Context: an optimization exercise on an open-source flow, tuned for small area, a short achievable clock period and few clock cycles. The choices shown serve that exercise and are no tape-out recipe. RTL that was checked went through simulation tests only; none was proved equivalent to the original.

the previous run:
Design perceptron_trainer_fixed, start of the top module:
module perceptron_trainer_fixed
#(
    parameter int             tam        = 16,
    parameter logic [tam-1:0] LR         = 16'h0400,
    parameter int             MAX_EPOCHS = 32
) (
    input  logic                 clk,
    input  logic                 rst,
    input  logic                 start,
    input  logic [3:0][tam-1:0]  in1,
    input  logic [3:0][tam-1:0]  in2,
    input  logic [3:0][tam-1:0]  d,
    input  logic [tam-1:0]       w0_init,
    input  logic [tam-1:0]       w1_init,
    input  logic [tam-1:0]       w2_init,
    output logic [tam-1:0]       w0,
    output logic [tam-1:0]       w1,
    output logic [tam-1:0]       w2,
    output logic                 busy,
    output logic                 done,
    output logic                 converged,
    output logic [7:0]           epoch_cnt
);
For scale: ~1,800 cells after synthesis, ~120 flip-flops, about 300 I/O pins, ~18,000 um^2 of cells after synthesis.
==> module perceptron_trainer_fixed, before the edit <==
module perceptron_trainer_fixed
#(
    parameter int             tam        = 16,
    parameter logic [tam-1:0] LR         = 16'h0400,
    parameter int             MAX_EPOCHS = 32
) (
    input  logic                 clk,
    input  logic                 rst,
    input  logic                 start,
    input  logic [3:0][tam-1:0]  in1,
    input  logic [3:0][tam-1:0]  in2,
    input  logic [3:0][tam-1:0]  d,
    input  logic [tam-1:0]       w0_init,
    input  logic [tam-1:0]       w1_init,
    input  logic [tam-1:0]       w2_init,
    output logic [tam-1:0]       w0,
    output logic [tam-1:0]       w1,
    output logic [tam-1:0]       w2,
    output logic                 busy,
    output logic                 done,
    output logic                 converged,
    output logic [7:0]           epoch_cnt
);
    logic           busy_q, done_q, conv_q;
    logic [tam-1:0] w0_q, w1_q, w2_q;
    logic [tam-1:0] x1_q, x2_q;
    logic [7:0]     x1o_q, x1t_q, x2o_q, x2t_q;    
    logic           t_q;
    logic [1:0]     idx_q, streak_q;
    logic [5:0]     epoch_q;
    logic           accept, pos, err, fin, clean4, last;
    logic [1:0]     nidx;
    logic [tam-1:0] nx1, nx2;
    logic [tam-1:0] dx1, dx2, u0, u1, u2;
    assign accept = start && !busy_q;
    function automatic logic [7:0] b_one(input logic [tam-1:0] x);
        for (int k = 0; k < 8; k++)
            b_one[k] = x[2*k] ^ ((k == 0) ? 1'b0 : x[2*k-1]);
    endfunction
    function automatic logic [7:0] b_two(input logic [tam-1:0] x);
        logic h, m, l;
        for (int k = 0; k < 8; k++) begin
            h = x[2*k+1];
            m = x[2*k];
            l = (k == 0) ? 1'b0 : x[2*k-1];
            b_two[k] = (h & ~m & ~l) | (~h & m & l);
        end
    endfunction
    fixed_mul_q u_mac (
        .w0(w0_q),
        .w1(w1_q), .x1(x1_q), .x1one(x1o_q), .x1two(x1t_q),
        .w2(w2_q), .x2(x2_q), .x2one(x2o_q), .x2two(x2t_q),
        .pos(pos)
    );
    assign err = pos != t_q;
    assign dx1 = {{2{x1_q[tam-1]}}, x1_q[tam-1:2]};
    assign dx2 = {{2{x2_q[tam-1]}}, x2_q[tam-1:2]};
    assign u0  = {w0_q[tam-1:10] + (t_q ? 6'h01 : 6'h3F), w0_q[9:0]};
    assign u1  = w1_q + (dx1 ^ {tam{~t_q}}) + {{(tam-1){1'b0}}, ~t_q};
    assign u2  = w2_q + (dx2 ^ {tam{~t_q}}) + {{(tam-1){1'b0}}, ~t_q};
    assign last   = (idx_q == 2'd3);
    assign clean4 = (streak_q == 2'd3) && !err;
    assign fin    = clean4 || (last && epoch_q == 6'(MAX_EPOCHS));
    assign nidx   = busy_q ? idx_q + 2'd1 : 2'd0;
    assign nx1    = in1[nidx];
    assign nx2    = in2[nidx];
    always_ff @(posedge clk) begin
        if (rst) begin
            busy_q <= 1'b0;
            done_q <= 1'b0;
        end else if (accept) begin
            busy_q <= 1'b1;
            done_q <= 1'b0;
        end else if (busy_q && fin) begin
            busy_q <= 1'b0;
            done_q <= 1'b1;
        end
    end
    always_ff @(posedge clk) begin
        x1_q  <= nx1;
        x2_q  <= nx2;
        x1o_q <= b_one(nx1);
        x1t_q <= b_two(nx1);
        x2o_q <= b_one(nx2);
        x2t_q <= b_two(nx2);
        t_q  <= (d[nidx] != '0);
        if (accept) begin
            w0_q     <= w0_init;
            w1_q     <= w1_init;
            w2_q     <= w2_init;
            idx_q    <= 2'd0;
            streak_q <= 2'd0;
            epoch_q  <= 6'd0;
        end else if (busy_q) begin
            if (err) begin
                w0_q <= u0;
                w1_q <= u1;
                w2_q <= u2;
            end
            idx_q    <= idx_q + 2'd1;
            streak_q <= err ? 2'd0 : streak_q + 2'd1;
            if (idx_q == 2'd0) epoch_q <= epoch_q + 6'd1;
            conv_q <= clean4;
        end
    end
    assign w0        = w0_q;
    assign w1        = w1_q;
    assign w2        = w2_q;
    assign busy      = busy_q;
    assign done      = done_q;
    assign converged = conv_q;
    assign epoch_cnt = {2'b00, epoch_q};
endmodule
export LEC_CHECK = 0
export CAP_MARGIN = 20
export CORE_MARGIN = 2
export CORE_UTILIZATION = 40
export CTS_BUF_LIST = sky130_fd_sc_hd__clkbuf_8
export SLEW_MARGIN = 20
export SYNTH_HIERARCHICAL = 1
export SYNTH_MINIMUM_KEEP_SIZE = 0
export TNS_END_PERCENT = 10
create_clock -name core_clock -period 13.0 [get_ports {clk}]
standard.sh (not shown) runs the stock make flow with config.mk's settings and CLKGATE_MAP_FILE= SYNTH_SCRIPT=/design/flow/synth_recipe.tcl, a recipe that flattens the netlist after the stock synthesis.
==> flow/flow/run.sh <==
#!/bin/bash
set -euo pipefail
export SETUP_SLACK_MARGIN="$(cat flow/setup_margin)"
# Port buffers: the smallest plain buffer rather than buffer_ports' default pick.
export BUFFER_PORTS_ARGS="-buffer_cell sky130_fd_sc_hd__buf_1"
bash standard.sh finish > flow_make.log 2>&1
==> flow/flow/setup_margin <==
6
The previous run: PASS, flow complete, no timing, DRC or antenna violations
Input-level comparison between the current run and the previous run:
diff --git a/flow/design.v b/flow/design.v
--- a/flow/design.v
+++ b/flow/design.v
@@ -1497,6 +1497,21 @@
         end
     end
     always_ff @(posedge clk) begin
+        if (rst) begin
+            w0_q <= '0;
+            w1_q <= '0;
+            w2_q <= '0;
+        end else if (accept) begin
+            w0_q <= w0_init;
+            w1_q <= w1_init;
+            w2_q <= w2_init;
+        end else if (busy_q && err) begin
+            w0_q <= u0;
+            w1_q <= u1;
+            w2_q <= u2;
+        end
+    end
+    always_ff @(posedge clk) begin
         x1_q  <= nx1;
         x2_q  <= nx2;
         x1o_q <= b_one(nx1);
@@ -1505,18 +1520,10 @@
         x2t_q <= b_two(nx2);
         t_q  <= (d[nidx] != '0);
         if (accept) begin
-            w0_q     <= w0_init;
-            w1_q     <= w1_init;
-            w2_q     <= w2_init;
             idx_q    <= 2'd0;
             streak_q <= 2'd0;
             epoch_q  <= 6'd0;
         end else if (busy_q) begin
-            if (err) begin
-                w0_q <= u0;
-                w1_q <= u1;
-                w2_q <= u2;
-            end
             idx_q    <= idx_q + 2'd1;
             streak_q <= err ? 2'd0 : streak_q + 2'd1;
             if (idx_q == 2'd0) epoch_q <= epoch_q + 6'd1;
### Flow results
- Every stage of the flow completed for the current run, and the final layout passed the timing, DRC and antenna checks.
- Global-route total usage across every layer (higher): the current run
- The current run reports a lower horizontal die dimension than the previous run does.
- Overall routed net length was lower in the previous run than in the current run.
- Logic depth of the worst setup path including buffers on the current run is up relative to the previous run.
- Relative to the previous run, the synthesized area of the current run is lower by 190 um^2.
- The previous run → the current run: global-route track usage on met1 rose by 0.62 points; required time at the endpoint of the critical path now larger; synthesized area per cell lost 6.3%; worst-case headroom to the max-slew limit lost 2.2 points; share of the cycle needed by the critical path after routing up 1.2 points.
No run of this note included a check of the RTL's function; only the layout flow was run.

========
perceptron_trainer_fixed again, from the RTL that the note above started with.
Settings: LEC_CHECK=0, CAP_MARGIN=20, CORE_MARGIN=2, CORE_UTILIZATION=40, CTS_BUF_LIST=sky130_fd_sc_hd__clkbuf_8, SLEW_MARGIN=20, SYNTH_HIERARCHICAL=1, SYNTH_MINIMUM_KEEP_SIZE=0, TNS_END_PERCENT=10; clock period 13.0 ns.
==> flow/flow/setup_margin <==
6.5
Scripts as last shown in full above: flow/flow/run.sh
Change:
--- a/flow/design.v
+++ b/flow/design.v
@@ -1445,13 +1445,13 @@
     logic [tam-1:0] w0_q, w1_q, w2_q;
     logic [tam-1:0] x1_q, x2_q;
     logic [7:0]     x1o_q, x1t_q, x2o_q, x2t_q;    
     logic           t_q;
     logic [1:0]     idx_q, streak_q;
     logic [5:0]     epoch_q;
-    logic           accept, pos, err, fin, clean4, last;
+    logic           accept, upd, pos, err, fin, clean4, last;
     logic [1:0]     nidx;
     logic [tam-1:0] nx1, nx2;
     logic [tam-1:0] dx1, dx2, u0, u1, u2;
     assign accept = start && !busy_q;
     function automatic logic [7:0] b_one(input logic [tam-1:0] x);
         for (int k = 0; k < 8; k++)
@@ -1493,33 +1493,37 @@
             done_q <= 1'b0;
         end else if (busy_q && fin) begin
             busy_q <= 1'b0;
             done_q <= 1'b1;
         end
     end
+    assign upd = busy_q && !accept && err;
+    always_ff @(posedge clk) begin
+        if (accept) begin
+            w0_q <= w0_init;
+            w1_q <= w1_init;
+            w2_q <= w2_init;
+        end else begin
+            w0_q <= w0_q ^ ({tam{upd}} & (u0 ^ w0_q));
+            w1_q <= w1_q ^ ({tam{upd}} & (u1 ^ w1_q));
+            w2_q <= w2_q ^ ({tam{upd}} & (u2 ^ w2_q));
+        end
+    end
     always_ff @(posedge clk) begin
         x1_q  <= nx1;
         x2_q  <= nx2;
         x1o_q <= b_one(nx1);
         x1t_q <= b_two(nx1);
         x2o_q <= b_one(nx2);
         x2t_q <= b_two(nx2);
         t_q  <= (d[nidx] != '0);
         if (accept) begin
-            w0_q     <= w0_init;
-            w1_q     <= w1_init;
-            w2_q     <= w2_init;
             idx_q    <= 2'd0;
             streak_q <= 2'd0;
             epoch_q  <= 6'd0;
         end else if (busy_q) begin
-            if (err) begin
-                w0_q <= u0;
-                w1_q <= u1;
-                w2_q <= u2;
-            end
             idx_q    <= idx_q + 2'd1;
             streak_q <= err ? 2'd0 : streak_q + 2'd1;
             if (idx_q == 2'd0) epoch_q <= epoch_q + 6'd1;
             conv_q <= clean4;
         end
     end
The new run completed without violations.
Via count went up by 0.63%.
Sequential share of layout area went down by 0.12 points.
Clock-buffer cell count went up by 3.
First-iteration DRC count went down by 12%.
Maximum frequency is about the same.
Worst hold slack is worse by 0.0097 ns.
Register-to-register slack is about the same.
Die area went down by 1.3%.
Final area is about the same.
Routed wire length went down by 2.2%.
Setup slack is better by 0.0052 ns.
Function was not checked in any run of this note: the RTL went through the layout flow alone.

========
old:
Another version of the RTL of perceptron_trainer_fixed (not shown whole).
For scale: about 1900 cells after synthesis, about 120 flip-flops, ~300 I/O pins, ~19000 um2 of cells after synthesis.
==> module perceptron_trainer_fixed, before the edit <==
module perceptron_trainer_fixed
#(
    parameter int             tam        = 16,
    parameter logic [tam-1:0] LR         = 16'h0400,
    parameter int             MAX_EPOCHS = 32
) (
    input  logic                 clk,
    input  logic                 rst,
    input  logic                 start,
    input  logic [3:0][tam-1:0]  in1,
    input  logic [3:0][tam-1:0]  in2,
    input  logic [3:0][tam-1:0]  d,
    input  logic [tam-1:0]       w0_init,
    input  logic [tam-1:0]       w1_init,
    input  logic [tam-1:0]       w2_init,
    output logic [tam-1:0]       w0,
    output logic [tam-1:0]       w1,
    output logic [tam-1:0]       w2,
    output logic                 busy,
    output logic                 done,
    output logic                 converged,
    output logic [7:0]           epoch_cnt
);
    logic           busy_q, done_q, conv_q;
    logic [tam-1:0] w0_q, w1_q, w2_q;
    logic [tam-1:0] x1_q, x2_q;
    logic [7:0]     x1o_q, x1t_q, x2o_q, x2t_q;    
    logic           t_q;
    logic [1:0]     idx_q, streak_q;
    logic [5:0]     epoch_q;
    logic           accept, upd, pos, err, limit, last;
    logic [4:0]     ctl_e [2];
    logic [4:0]     ctl_d;
    logic [1:0]     nidx;
    logic [tam-1:0] nx1, nx2;
    logic [tam-1:0] h0, h1, h2, w0_d, w1_d, w2_d;
    logic [tam-1:0] dx1, dx2, u0, u1, u2;
    assign accept = start && !busy_q;
    function automatic logic [7:0] b_one(input logic [tam-1:0] x);
        for (int k = 0; k < 8; k++)
            b_one[k] = x[2*k] ^ ((k == 0) ? 1'b0 : x[2*k-1]);
    endfunction
    function automatic logic [7:0] b_two(input logic [tam-1:0] x);
        logic h, m, l;
        for (int k = 0; k < 8; k++) begin
            h = x[2*k+1];
            m = x[2*k];
            l = (k == 0) ? 1'b0 : x[2*k-1];
            b_two[k] = (h & ~m & ~l) | (~h & m & l);
        end
    endfunction
    fixed_mul_q u_mac (
        .w0(w0_q),
        .w1(w1_q), .x1(x1_q), .x1one(x1o_q), .x1two(x1t_q),
        .w2(w2_q), .x2(x2_q), .x2one(x2o_q), .x2two(x2t_q),
        .pos(pos)
    );
    assign err = pos != t_q;
    assign dx1 = {{2{x1_q[tam-1]}}, x1_q[tam-1:2]};
    assign dx2 = {{2{x2_q[tam-1]}}, x2_q[tam-1:2]};
    assign u0  = {w0_q[tam-1:10] + (t_q ? 6'h01 : 6'h3F), w0_q[9:0]};
    assign u1  = w1_q + (dx1 ^ {tam{~t_q}}) + {{(tam-1){1'b0}}, ~t_q};
    assign u2  = w2_q + (dx2 ^ {tam{~t_q}}) + {{(tam-1){1'b0}}, ~t_q};
    assign last   = (idx_q == 2'd3);
    assign limit  = last && (epoch_q == 6'(MAX_EPOCHS));
    assign nidx   = busy_q ? idx_q + 2'd1 : 2'd0;
    assign nx1    = in1[nidx];
    assign nx2    = in2[nidx];
    always_comb begin
        for (int e = 0; e < 2; e++) begin
            logic clean, fin_e;
            clean = (e == 0) && (streak_q == 2'd3);
            fin_e = clean || limit;
            ctl_e[e] = {busy_q, done_q, conv_q, streak_q};
            if (rst) begin
                ctl_e[e][4:3] = 2'b00;
            end else if (accept) begin
                ctl_e[e] = {1'b1, 1'b0, conv_q, 2'd0};
            end else if (busy_q) begin
                ctl_e[e][2]   = clean;
                ctl_e[e][1:0] = (e == 0) ? streak_q + 2'd1 : 2'd0;
                if (fin_e) ctl_e[e][4:3] = 2'b01;
            end
        end
    end
    wsel #(.W(5)) u_selc (.s(err), .a(ctl_e[1]), .b(ctl_e[0]), .y(ctl_d));
    always_ff @(posedge clk) begin
        {busy_q, done_q, conv_q, streak_q} <= ctl_d;
    end
    wsel #(.W(1)) u_selu (.s(pos), .a(busy_q && !t_q), .b(busy_q && t_q), .y(upd));
    assign h0  = accept ? w0_init : w0_q;
    assign h1  = accept ? w1_init : w1_q;
    assign h2  = accept ? w2_init : w2_q;
    wsel #(.W(tam)) u_sel0 (.s(upd), .a(u0), .b(h0), .y(w0_d));
    wsel #(.W(tam)) u_sel1 (.s(upd), .a(u1), .b(h1), .y(w1_d));
    wsel #(.W(tam)) u_sel2 (.s(upd), .a(u2), .b(h2), .y(w2_d));
    always_ff @(posedge clk) begin
        w0_q <= w0_d;
        w1_q <= w1_d;
        w2_q <= w2_d;
    end
    always_ff @(posedge clk) begin
        x1_q  <= nx1;
        x2_q  <= nx2;
        x1o_q <= b_one(nx1);
        x1t_q <= b_two(nx1);
        x2o_q <= b_one(nx2);
        x2t_q <= b_two(nx2);
        t_q  <= (d[nidx] != '0);
        if (accept) begin
            idx_q    <= 2'd0;
            epoch_q  <= 6'd0;
        end else if (busy_q) begin
            idx_q    <= idx_q + 2'd1;
            if (idx_q == 2'd0) epoch_q <= epoch_q + 6'd1;
        end
    end
    assign w0        = w0_q;
    assign w1        = w1_q;
    assign w2        = w2_q;
    assign busy      = busy_q;
    assign done      = done_q;
    assign converged = conv_q;
    assign epoch_cnt = {2'b00, epoch_q};
endmodule
==> flow/config.mk <==
export PLATFORM = sky130hd
export DESIGN_NAME = perceptron_trainer_fixed
export DESIGN_NICKNAME = perceptron_trainer_fixed
export VERILOG_FILES = /design/flow/design.v
export SDC_FILE = /design/flow/constraint.sdc
export NUM_CORES = 4
export LEC_CHECK = 0
export CAP_MARGIN = 20
export CORE_MARGIN = 2
export CORE_UTILIZATION = 40
export CTS_BUF_LIST = sky130_fd_sc_hd__clkbuf_8
export SLEW_MARGIN = 20
export SYNTH_HIERARCHICAL = 1
export SYNTH_MINIMUM_KEEP_SIZE = 0
export TNS_END_PERCENT = 10
==> flow/constraint.sdc <==
create_clock -name core_clock -period 13.0 [get_ports {clk}]
set_input_delay 2.6000 -clock core_clock [delete_from_list [all_inputs] [get_ports {clk}]]
set_output_delay 2.6000 -clock core_clock [all_outputs]
set_load 0.01 [all_outputs]
Scripts as last shown in full above: flow/flow/run.sh, flow/flow/setup_margin
Setup changes, old to new
--- a/flow/design.v
+++ b/flow/design.v
@@ -1447,11 +1447,9 @@
     logic [7:0]     x1o_q, x1t_q, x2o_q, x2t_q;    
     logic           t_q;
     logic [1:0]     idx_q, streak_q;
     logic [5:0]     epoch_q;
-    logic           accept, upd, pos, err, limit, last;
-    logic [4:0]     ctl_e [2];
-    logic [4:0]     ctl_d;
+    logic           accept, upd, pos, err, fin, clean4, last;
     logic [1:0]     nidx;
     logic [tam-1:0] nx1, nx2;
     logic [tam-1:0] h0, h1, h2, w0_d, w1_d, w2_d;
     logic [tam-1:0] dx1, dx2, u0, u1, u2;
@@ -1481,34 +1479,26 @@
     assign u0  = {w0_q[tam-1:10] + (t_q ? 6'h01 : 6'h3F), w0_q[9:0]};
     assign u1  = w1_q + (dx1 ^ {tam{~t_q}}) + {{(tam-1){1'b0}}, ~t_q};
     assign u2  = w2_q + (dx2 ^ {tam{~t_q}}) + {{(tam-1){1'b0}}, ~t_q};
     assign last   = (idx_q == 2'd3);
-    assign limit  = last && (epoch_q == 6'(MAX_EPOCHS));
+    assign clean4 = (streak_q == 2'd3) && !err;
+    assign fin    = clean4 || (last && epoch_q == 6'(MAX_EPOCHS));
     assign nidx   = busy_q ? idx_q + 2'd1 : 2'd0;
     assign nx1    = in1[nidx];
     assign nx2    = in2[nidx];
-    always_comb begin
-        for (int e = 0; e < 2; e++) begin
-            logic clean, fin_e;
-            clean = (e == 0) && (streak_q == 2'd3);
-            fin_e = clean || limit;
-            ctl_e[e] = {busy_q, done_q, conv_q, streak_q};
-            if (rst) begin
-                ctl_e[e][4:3] = 2'b00;
-            end else if (accept) begin
-                ctl_e[e] = {1'b1, 1'b0, conv_q, 2'd0};
-            end else if (busy_q) begin
-                ctl_e[e][2]   = clean;
-                ctl_e[e][1:0] = (e == 0) ? streak_q + 2'd1 : 2'd0;
-                if (fin_e) ctl_e[e][4:3] = 2'b01;
-            end
-        end
-    end
-    wsel #(.W(5)) u_selc (.s(err), .a(ctl_e[1]), .b(ctl_e[0]), .y(ctl_d));
     always_ff @(posedge clk) begin
-        {busy_q, done_q, conv_q, streak_q} <= ctl_d;
+        if (rst) begin
+            busy_q <= 1'b0;
+            done_q <= 1'b0;
+        end else if (accept) begin
+            busy_q <= 1'b1;
+            done_q <= 1'b0;
+        end else if (busy_q && fin) begin
+            busy_q <= 1'b0;
+            done_q <= 1'b1;
+        end
     end
-    wsel #(.W(1)) u_selu (.s(pos), .a(busy_q && !t_q), .b(busy_q && t_q), .y(upd));
+    assign upd = busy_q && err;
     assign h0  = accept ? w0_init : w0_q;
     assign h1  = accept ? w1_init : w1_q;
     assign h2  = accept ? w2_init : w2_q;
     wsel #(.W(tam)) u_sel0 (.s(upd), .a(u0), .b(h0), .y(w0_d));
@@ -1528,12 +1518,15 @@
         x2t_q <= b_two(nx2);
         t_q  <= (d[nidx] != '0);
         if (accept) begin
             idx_q    <= 2'd0;
+            streak_q <= 2'd0;
             epoch_q  <= 6'd0;
         end else if (busy_q) begin
             idx_q    <= idx_q + 2'd1;
+            streak_q <= err ? 2'd0 : streak_q + 2'd1;
             if (idx_q == 2'd0) epoch_q <= epoch_q + 6'd1;
+            conv_q <= clean4;
         end
     end
     assign w0        = w0_q;
     assign w1        = w1_q;
Findings:
- Number of vias in the routed layout is lower on new
- Relative to old, maximum frequency has gone up in new.
- old → new: post-detailed-routing wire length -4.7%.
- new vs old: global placement routability congestion up by a few percent
- Time the worst path needs with I/O delays and setup: new < old
- new vs old, instance count: new lower
- Between old and new, the effective utilization at floorplan figures differ only marginally.
- new ended with more count of cell types in the netlist than old.
Testbench counts of new, summed over its fixed seeds: cycles 6,410.
The RTL of old was laid out without a check of its function.

==> re-timing with driven ports <==
Ports are ideal in the flow. The routed layouts listed here were re-timed in OpenROAD.
Step 1 (the two cells are an assumption about what drives the block):
set clk [get_ports {clk}]
set_driving_cell -lib_cell sky130_fd_sc_hd__clkbuf_16 $clk
set_driving_cell -lib_cell sky130_fd_sc_hd__buf_2 [delete_from_list [all_inputs] $clk]
Step 2 times the ports against the registers' clock, not the clock port: input delays grow and output delays shrink by t, the midpoint of the rising clock arrivals with the driver on.
Slacks: ideal ports / drivers / drivers and shift; pairs: ideal ports / drivers.
run | shift t [ns] | slack for setup (ns) | worst setup path at the end | worst register clock-pin slew, ns | worst slew at a driven data input, ns
the previous run | 0.557 | 6.361 / 6.361 / 6.361 | register to register | 0.09 / 0.09 | 0.12
the current run | 0.569 | 6.200 / 6.200 / 6.200 | register to register | 0.11 / 0.11 | 0.06
the first run of note 2 | 0.568 | 6.563 / 6.563 / 6.563 | register to register | 0.10 / 0.10 | 0.11
the second run of note 2 | 0.555 | 6.568 / 6.568 / 6.568 | register to register | 0.09 / 0.09 | 0.11
old | 0.595 | 6.643 / 6.643 / 6.643 | register to register | 0.09 / 0.09 | 0.07
new | 0.589 | 6.674 / 6.674 / 6.674 | register to register | 0.09 / 0.09 | 0.07
After both steps every run listed still meets setup and hold.
